Source: an optimization exercise on an open RTL-to-GDS flow (aim: small area, a short achievable clock period and few clock cycles per item). Production flows keep margins and buffers that such runs may drop.
Only simulation tests tie the RTL to the original design; equivalence was not proved.
Power figures rest on the tool's default switching activity, not on a simulated workload.

==> run X <==
==> flow/design.v (excerpt) <==
module nway_cache #(
  parameter int LINE_SIZE = 16,
  parameter int NUM_SETS  = 8,
  parameter int NUM_WAYS  = 4
) (
  input  logic                   clk,
  input  logic                   reset,
  input  logic                   is_input_valid,
  input  logic [31:0]            addr,
  input  logic                   mem_read,
  input  logic                   mem_write,
  input  logic [31:0]            din,
  output logic                   is_ready,
  output logic                   is_output_valid,
  output logic [31:0]            dout,
  output logic                   is_hit,
  output logic [31:0]            hit_count,
  output logic [31:0]            miss_count,
  output logic                   dm_is_input_valid,
  output logic [31:0]            dm_addr,
  output logic                   dm_mem_read,
  output logic                   dm_mem_write,
  output logic [8*LINE_SIZE-1:0] dm_din,
  input  logic                   dm_mem_ready,
  input  logic                   dm_is_output_valid,
  input  logic [8*LINE_SIZE-1:0] dm_dout
);
Settings: LEC_CHECK=0, CAP_MARGIN=20, CORE_MARGIN=2, CORE_UTILIZATION=35, PLACE_DENSITY=0.5, SETUP_SLACK_MARGIN=5, SLEW_MARGIN=40; clock period 10.0 ns.
run.sh (not shown) runs the stock make flow with config.mk's settings and CLKGATE_MAP_FILE= SYNTH_SCRIPT=/design/flow/synth_recipe.tcl, a recipe that flattens the netlist after the stock synthesis.
==> inputs of run K, as changes to run X <==
--- a/flow/design.v
+++ b/flow/design.v
@@ -313,12 +313,13 @@
       if (t_go && !t_hit && mt_q[MW-1:0] == MW'(j)) m_mask[j] <= t_mask;
       else m_mask[j] <= m_mask[j] & ~q_retire;
     end
   end
   always_ff @(posedge clk or posedge reset) begin
     if (reset) begin
+      rdy_q    <= 1'b1;
       r1v_q    <= 1'b0;
       qh_q     <= '0;
       qt_q     <= '0;
       qv_q     <= '0;
       mh_q     <= '0;
       mt_q     <= '0;
@@ -348,12 +349,13 @@
       mcnt_q   <= '0;
       valid_q  <= '0;
       sn_v_q   <= '0;
       for (int w = 0; w < 4; w++) sn_age_q[w] <= '0;
       for (int l = 0; l < LINES; l++) age_q[l] <= '0;
     end else begin
+      rdy_q <= rdy_d;
       if (rdy_q) begin
         for (int w = 0; w < 4; w++) begin
           if (t_go && t_set == addr[6:4]) begin
             sn_age_q[w] <= t_age_new[w];
             sn_v_q[w]   <= t_v_new[w];
           end else begin
@@ -408,13 +410,12 @@
         end else begin
           if (mcnt_q != CNT_MAX) mcnt_q <= mcnt_q + 32'd1;
         end
       end
     end
   end
-  always_ff @(posedge clk) rdy_q <= rdy_d;
   always_ff @(posedge clk) begin
     if (rdy_q) begin
       r1a_q <= addr[31:2];
       r1d_q <= din;
       r1s_q <= mem_write;
       for (int w = 0; w < 4; w++) begin
==> flow/flow/run.sh (new file) <==
#!/bin/bash
set -uo pipefail
bash standard.sh synth floorplan > flow_part1_synth_floorplan.log 2>&1 || exit 1
sed 's/SETUP_SLACK_MARGIN=5 /SETUP_SLACK_MARGIN=6.4 /' standard.sh > standard_tight.sh
if grep -q 'SETUP_SLACK_MARGIN=6.4 ' standard_tight.sh; then
  bash standard_tight.sh > flow_part2_place_to_finish.log 2>&1 || exit 1
else
  bash standard.sh > flow_part2_place_to_finish.log 2>&1 || exit 1
fi
==> flow/standard.sh (new file) <==
#!/bin/bash
# synth_recipe.tcl (not shown) runs the flow's synth.tcl, then flattens the netlist and writes it again
# the make line also repeats each setting of config.mk as NAME=value (left out here)
make -C /OpenROAD-flow-scripts/flow DESIGN_CONFIG=/design/flow/config.mk WORK_HOME=/design/flow/orfs CLKGATE_MAP_FILE= SYNTH_SCRIPT=/design/flow/synth_recipe.tcl "${@:-finish}"
==> flow/config.mk (replaced) <==
export PLATFORM = sky130hd
export DESIGN_NAME = nway_cache
export DESIGN_NICKNAME = nway_cache
export VERILOG_FILES = /design/flow/design.v
export SDC_FILE = /design/flow/constraint.sdc
export NUM_CORES = 4
export LEC_CHECK = 0
export CAP_MARGIN = 20
export CORE_MARGIN = 2
export CORE_UTILIZATION = 55
export CTS_CLUSTER_DIAMETER = 70
export CTS_CLUSTER_SIZE = 30
export PLACE_DENSITY = 0.65
export SETUP_SLACK_MARGIN = 5
export SLEW_MARGIN = 40
removed: flow/run.sh
==> run notes <==
item                                                                    run X                    run K
Result of the run                                     complete, no violations  complete, no violations
Initial Util                                                           35.10%                   55.18%
Power per unit of standard cell area                            340.3 nW/um^2            329.2 nW/um^2
Floorplan core area                                               735400 um^2              467000 um^2
Gate count of the mapped netlist                                        16106                    16032
Met2 WL                                                              512.0 mm                 455.4 mm
Area used by multi-input combinational logic                       70190 um^2               71290 um^2
Arrival time of data at the critical path endpoint                    6.07 ns                  4.96 ns
Setup clock skew after layout                                       0.1326 ns                0.1248 ns
Buffers inserted by post-CTS timing repair                                  7                      209
Mux share of post-synthesis cell area                                  4.847%                   4.784%
Drt wl/cell                                                          46.34 um                 49.89 um
Reg2Reg Capture Point                                data_q[13][70]$_DFFE_PP_       dout_q[30]$_DFF_P_
Leakage                                                              96.30 nW                 94.75 nW
Clk tree area frac                                                     7.411%                   4.718%
Total power of the final layout                                      104.0 mW                 98.00 mW
Setup repair after global routing missed its margin                     false                     true
Post-layout instance area                                         305700 um^2              297700 um^2
Testbench counts of run X, summed over its fixed seeds: cycles 12,100, requests 12,000.
Testbench counts of run K, summed over its fixed seeds: cycles 12,100, requests 12,000.

==> port drivers added, routing unchanged <==
In the flow no input, the clock included, has a driving cell. The finished layouts below were timed again as built, in two steps.
Step 1 assumes that a clkbuf_16 drives the clock port and a buf_2 every other input.
Step 2 times the ports against the registers' clock, not the clock port: input delays grow and output delays shrink by t, the midpoint of the rising clock arrivals with the driver on.
Slacks: ideal ports / drivers / drivers and shift; pairs: ideal ports / drivers.
| run | t, ns | setup slack, ns | hold WS [ns] | worst data-port slew with drivers (ns) | cell pins on the clock port's net |
|---|---|---|---|---|---|
| run X | 1.329 | 4.928 / 4.902 / 3.574 | 0.465 / 0.465 / 0.465 | 0.26 | 1 |
| run K | 1.237 | 6.124 / 6.004 / 5.059 | 0.477 / 0.477 / 0.477 | 0.26 | 1 |
After both steps setup and hold are still met in every run listed. For run X, which loses most, drivers alone change the setup slack by -0.026 ns; drivers and shift together by -1.354 ns.
